Context: an optimization exercise on an open-source flow, tuned for small area, a short achievable clock period and few clock cycles. The choices shown serve that exercise and are no tape-out recipe. In this exercise RTL edits were held to simulation tests only and were not proved equivalent to the original.

**flow/design.v**
```verilog
module dlog_search #(
  parameter int unsigned len = 16
) (
  input  logic           clk,
  input  logic           rst,
  input  logic           start,
  input  logic [len-1:0] g_in,
  input  logic [len-1:0] y_in,
  input  logic [len-1:0] r,
  input  logic [len-1:0] max_exp,
  output logic [len-1:0] x_out,
  output logic           found,
  output logic           done,
  output logic           busy
);
  typedef enum logic [2:0] {
    StIdle,
    StInit,
    StCompare,
    StMul,
    StMulWait,
    StDone
  } state_e;
  state_e state_q, state_d;
  logic [len-1:0] acc_q, acc_d;
  logic [len-1:0] x_q, x_d;
  logic [len-1:0] g_q, g_d;
  logic [len-1:0] y_q, y_d;
  logic [len-1:0] lim_q, lim_d;
  logic [len-1:0] mul_a_q, mul_a_d;
  logic [len-1:0] mul_b_q, mul_b_d;
  logic [len-1:0] x_out_q, x_out_d;
  logic           found_q, found_d;
  logic           done_q, done_d;
  logic [2*len-1:0] prod;
  logic [2*len-1:0] r_ext;
  logic [len-1:0]   mul_c;
  always_comb begin
    prod  = mul_a_q * mul_b_q;
    r_ext = {{len{1'b0}}, r};
    mul_c = '0;
    if (r != '0) begin
      mul_c = len'(prod % r_ext);
    end
  end
  always_comb begin
    state_d = state_q;
    acc_d   = acc_q;
    x_d     = x_q;
    g_d     = g_q;
    y_d     = y_q;
    lim_d   = lim_q;
    mul_a_d = mul_a_q;
    mul_b_d = mul_b_q;
    x_out_d = x_out_q;
    found_d = found_q;
    done_d  = 1'b0;
    unique case (state_q)
      StIdle: begin
        if (start) begin
          state_d = StInit;
        end
      end
      StInit: begin
        g_d     = g_in;
        y_d     = y_in;
        lim_d   = max_exp;
        acc_d   = len'(1);
        x_d     = '0;
        found_d = 1'b0;
        x_out_d = '0;
        if (r < len'(2)) begin
          state_d = StDone;
        end else begin
          state_d = StCompare;
        end
      end
      StCompare: begin
        if (acc_q == y_q) begin
          found_d = 1'b1;
          x_out_d = x_q;
          state_d = StDone;
        end else if (x_q == lim_q) begin
          x_out_d = x_q;
          state_d = StDone;
        end else begin
          state_d = StMul;
        end
      end
      StMul: begin
        mul_a_d = acc_q;
        mul_b_d = g_q;
        state_d = StMulWait;
      end
      StMulWait: begin
        acc_d   = mul_c;
        x_d     = x_q + len'(1);
        state_d = StCompare;
      end
      StDone: begin
        done_d  = 1'b1;
        state_d = StIdle;
      end
      default: begin
        state_d = StIdle;
      end
    endcase
  end
  always_ff @(posedge clk or negedge rst) begin
    if (!rst) begin
      state_q <= StIdle;
      acc_q   <= '0;
      x_q     <= '0;
      g_q     <= '0;
      y_q     <= '0;
      lim_q   <= '0;
      mul_a_q <= '0;
      mul_b_q <= '0;
      x_out_q <= '0;
      found_q <= 1'b0;
      done_q  <= 1'b0;
    end else begin
      state_q <= state_d;
      acc_q   <= acc_d;
      x_q     <= x_d;
      g_q     <= g_d;
      y_q     <= y_d;
      lim_q   <= lim_d;
      mul_a_q <= mul_a_d;
      mul_b_q <= mul_b_d;
      x_out_q <= x_out_d;
      found_q <= found_d;
      done_q  <= done_d;
    end
  end
  assign x_out = x_out_q;
  assign found = found_q;
  assign done  = done_q;
  assign busy  = (state_q != StIdle);
endmodule
```
**flow/run.sh**
```bash
#!/bin/bash
# synth_recipe.tcl (not shown) runs the flow's synth.tcl, then flattens the netlist and writes it again
# the make line also repeats each setting of config.mk as NAME=value (left out here)
make -C /OpenROAD-flow-scripts/flow DESIGN_CONFIG=/design/flow/config.mk WORK_HOME=/design/flow/orfs CLKGATE_MAP_FILE= SYNTH_SCRIPT=/design/flow/synth_recipe.tcl finish
```
**flow/config.mk**
```make
export PLATFORM = sky130hd
export DESIGN_NAME = dlog_search
export DESIGN_NICKNAME = dlog_search
export VERILOG_FILES = /design/flow/design.v
export SDC_FILE = /design/flow/constraint.sdc
export NUM_CORES = 4
export LEC_CHECK = 0
export CAP_MARGIN = 20
export CORE_MARGIN = 2
export CORE_UTILIZATION = 40
export SLEW_MARGIN = 20
```
**flow/constraint.sdc**
```tcl
create_clock -name core_clock -period 125.0 [get_ports {clk}]
set_input_delay 25.0000 -clock core_clock [delete_from_list [all_inputs] [get_ports {clk}]]
set_output_delay 25.0000 -clock core_clock [all_outputs]
set_load 0.01 [all_outputs]
```
==> flow_metrics.tcl <==
set metrics [dict create \
    outcome "no timing/DRC/antenna violations" \
    diodes 0 \
    placementRows 111 \
    final_area_um2 40480 \
    path_clk_slew_ps 50 \
    cts_root_buf "clkbuf_16" \
    drtIter0Drc 2650 \
    worstSetupPathType "in -> reg" \
    hold_viol 0 \
    setup_viol 0 \
    cpPeakStageDelay_ps 570 \
    synth_edf_count 0 \
    slowest_stage "or4_4" \
    grt_use_total_pct 22.77 \
    nets 5646 \
    fin_crit_sh_pct 94.01 \
    ys_types 116 \
    synth_warnings 1 \
    crit_fanout 31 \
    synth_seq_cells 133 \
    gp_congestion 0.9392 \
    worstHoldPathCells 2 \
    fin_cells 6084 \
    layout_commonest_cell "nand2_1" \
    area_growth_pct 10.04 \
    min_path_type "reg -> reg" \
    vias_per_cell 5.842 \
    holdWs_ps 475.8 \
    grt_pass1_vias 34320 \
    numCtsBuffers 17 \
    drv_slew 0 \
    tightest_slew_ps 974.8 \
    portBuffers 85 \
    cp-start-kind "input pin" \
    fill_cells 9288 \
    wl_per_cell_um 18.05 \
    place_area_um2 38920 \
    r2r.worst_path.cells 473 \
    drive_gt1_share_pct 8.534 \
    r2r-start "mul_a_q[6]$_DFFE_PN0N_" \
    r2r_setup_slack_ps 26590 \
    overflow 0 \
    critPathRequiredTime_ps 125290 \
    synthArstFlopShare_pct 100.0 \
    die-area_um2 94420 \
    totalWireLength_um 109800 \
    vias 35540 \
    yosysSeqAreaShare_pct 9.046 \
    maxCapViolations 0 \
    htree_levels 4 \
    fmax_mhz 8.510 \
    synth_flop_cell "dfrtp_1" \
    drtPass1Iterations 5 \
    min_from "g_q[12]$_DFFE_PN0P_" \
    syn_inst 4832 \
    hold_end "g_q[12]$_DFFE_PN0P_" \
    utilization_pct 44.30 \
    grt_max_degree 78 \
    die_h_um 307.3 \
    cts_hold_buf 0 \
    core_um2 91390 \
    end_kind "flop" \
    crit_top_cell "o21a_1" \
    fin_crit_ps 117510 \
    antenna_found_initial 0 \
    placed_cells 6009 \
    cp_data_arrival_time_ps 117800 \
    start_util_pct 40.26 \
    clock_path_buffers 2 \
    hpwl_um 86460 \
    avgSynthCellArea_um2 7.614 \
    clkLatencyLatePin_ps 410 \
    synthesis.nets 5593 \
    final_cell_mix "nand2_1 (684), ha_1 (498), nor2_1 (337)" \
    chipWidth_um 307.3 \
    netlist_area_um2 36790 \
    ios 86 \
    ant_nets 0 \
    timing.rr.end "acc_q[1]$_DFFE_PN0P_" \
    grt_pass1_wl_um 178600 \
    drc 0 \
    cts_sinks 133 \
    fin_skew_ps 8.082 \
    slew_headroom_pct 34.77 \
    cts_tree "done" \
]
==> registers in the layout, indices dropped and copies added, names as in the netlist <==
register / flops
state_q: 3
x_q: 16
y_q: 16
g_q: 16
x_out_q: 16
acc_q: 16
lim_q: 16
mul_b_q: 16
found_q: 1
done_q: 1
mul_a_q: 16
==> what timing repair did <==
action / in CTS / in global routing
resized for setup: 0 / 122
endpoints found under the setup margin: 0 / 16
setup buffers: 0 / 43
==> kinds of logic (layout without fill, tap and decap cells) <==
logic type / after synthesis / in the layout / share of synthesized area, %
adder cells (fa/ha/maj): 694 / 694 / 27.58
multiplexers: 124 / 124 / 3.697
AND/OR/NAND/NOR: 1907 / 1907 / 24.99
AO/OA/AOI/OAI: 1249 / 1249 / 23.53
XOR/XNOR: 256 / 256 / 6.115
buffers and inverters: 469 / 535 / 5.040
flip-flops: 133 / 133 / 9.046
==> per-stage QoR <==
| step | TNS (ps) | setup slack, ps |
|---|---|---|
| 2_1_floorplan | 0 | 4967 |
| 3_3_place_gp | 0 | 1932 |
| 3_5_place_dp | 0 | 156.6 |
| 4_1_cts | 0 | 158.1 |
| 5_1_grt | -333.8 | -243.0 |
| 6_report | 0 | 7493 |
==> cells in the mapped netlist, types with 54 or more instances <==
master      n  area share, %
xor2_1     87            2.1
mux2_2     92            2.8
dfrtp_1   133            9.0
xnor2_1   168            4.0
nand2_1   688            7.0
nand3_1   112            1.5
o31ai_1   128            2.6
clkbuf_1  120            1.2
a21oi_1   238            3.2
ha_1      499             17
nor3_1    219            3.0
a21o_1    106            2.2
nand4_1    67            1.1
o21a_1    200            4.1
fa_1      195             11
and2_1    162            2.8
nand2b_1   54           0.92
nor2_1    340            3.5
inv_1     316            3.2
o21ai_0   203            2.8
==> worst max path at each step <==
stage	to	from	slack [ps]
floorplan	acc_q[1]$_DFFE_PN0P_	r[11]	4970
global placement	acc_q[1]$_DFFE_PN0P_	r[14]	1930
detailed placement	acc_q[1]$_DFFE_PN0P_	r[14]	160
CTS	acc_q[1]$_DFFE_PN0P_	r[14]	160
global route	acc_q[1]$_DFFE_PN0P_	r[12]	-240
finish	acc_q[1]$_DFFE_PN0P_	r[13]	7490
==> per-layer routing <==
metal	vias up	global-route usage, %	wire [um]
li1	17520	-	-
met1	17040	30.77	49720
met2	859	40.07	53460
met3	120	1.617	4856
met4	0	4.039	1792
met5	-	0	0
==> critical path, delay by kind of cell <==
kind                       cells  cell delay (ps)
AOI/OAI and AO/OA            279            55970
buffers and inverters         24             4520
muxes                          6             1620
and+or+nand+nor              116            20930
adders and majority gates     31             9540
==> final cells by class <==
cell class / instances / area, um^2 / area share, %
Timing Repair Buffer: 187 / 1669 / 4.123
Clock buffer: 20 / 456.7 / 1.128
Clock inverter: 12 / 224.0 / 0.5532
Multi-Input combinational cell: 4230 / 32140 / 79.38
Tap cell: 1186 / 1484 / 3.665
Sequential cell: 133 / 3328 / 8.221
Inverter: 316 / 1186 / 2.930
Testbench counts, summed over its fixed seeds: cycles 215,611.

## afterwards: timing with drivers on the ports
How much do the figures lean on ideal ports? The routed layout below was timed once more, with nothing changed but the port constraints.
Step 1 (the two cells are an assumption about what drives the block):
set clk [get_ports {clk}]
set_driving_cell -lib_cell sky130_fd_sc_hd__clkbuf_16 $clk
set_driving_cell -lib_cell sky130_fd_sc_hd__buf_2 [delete_from_list [all_inputs] $clk]
Step 2 adds t to the input delays and takes it off the output delays; t is the mean of the earliest and latest rising clock arrival at the registers after step 1. Input paths then give back, and output paths get back, about the clock's delay inside the block.
a / b / c = ideal / step 1 / step 2; a / b = the first two.
t, ns: 0.447
setup WS [ns]: 7.493 / 7.496 / 7.050
pins driven straight from the clock port: 1
After both steps this run still meets setup and hold. The setup slack of this run moves by +0.003 ns with the drivers and by -0.443 ns with both steps.
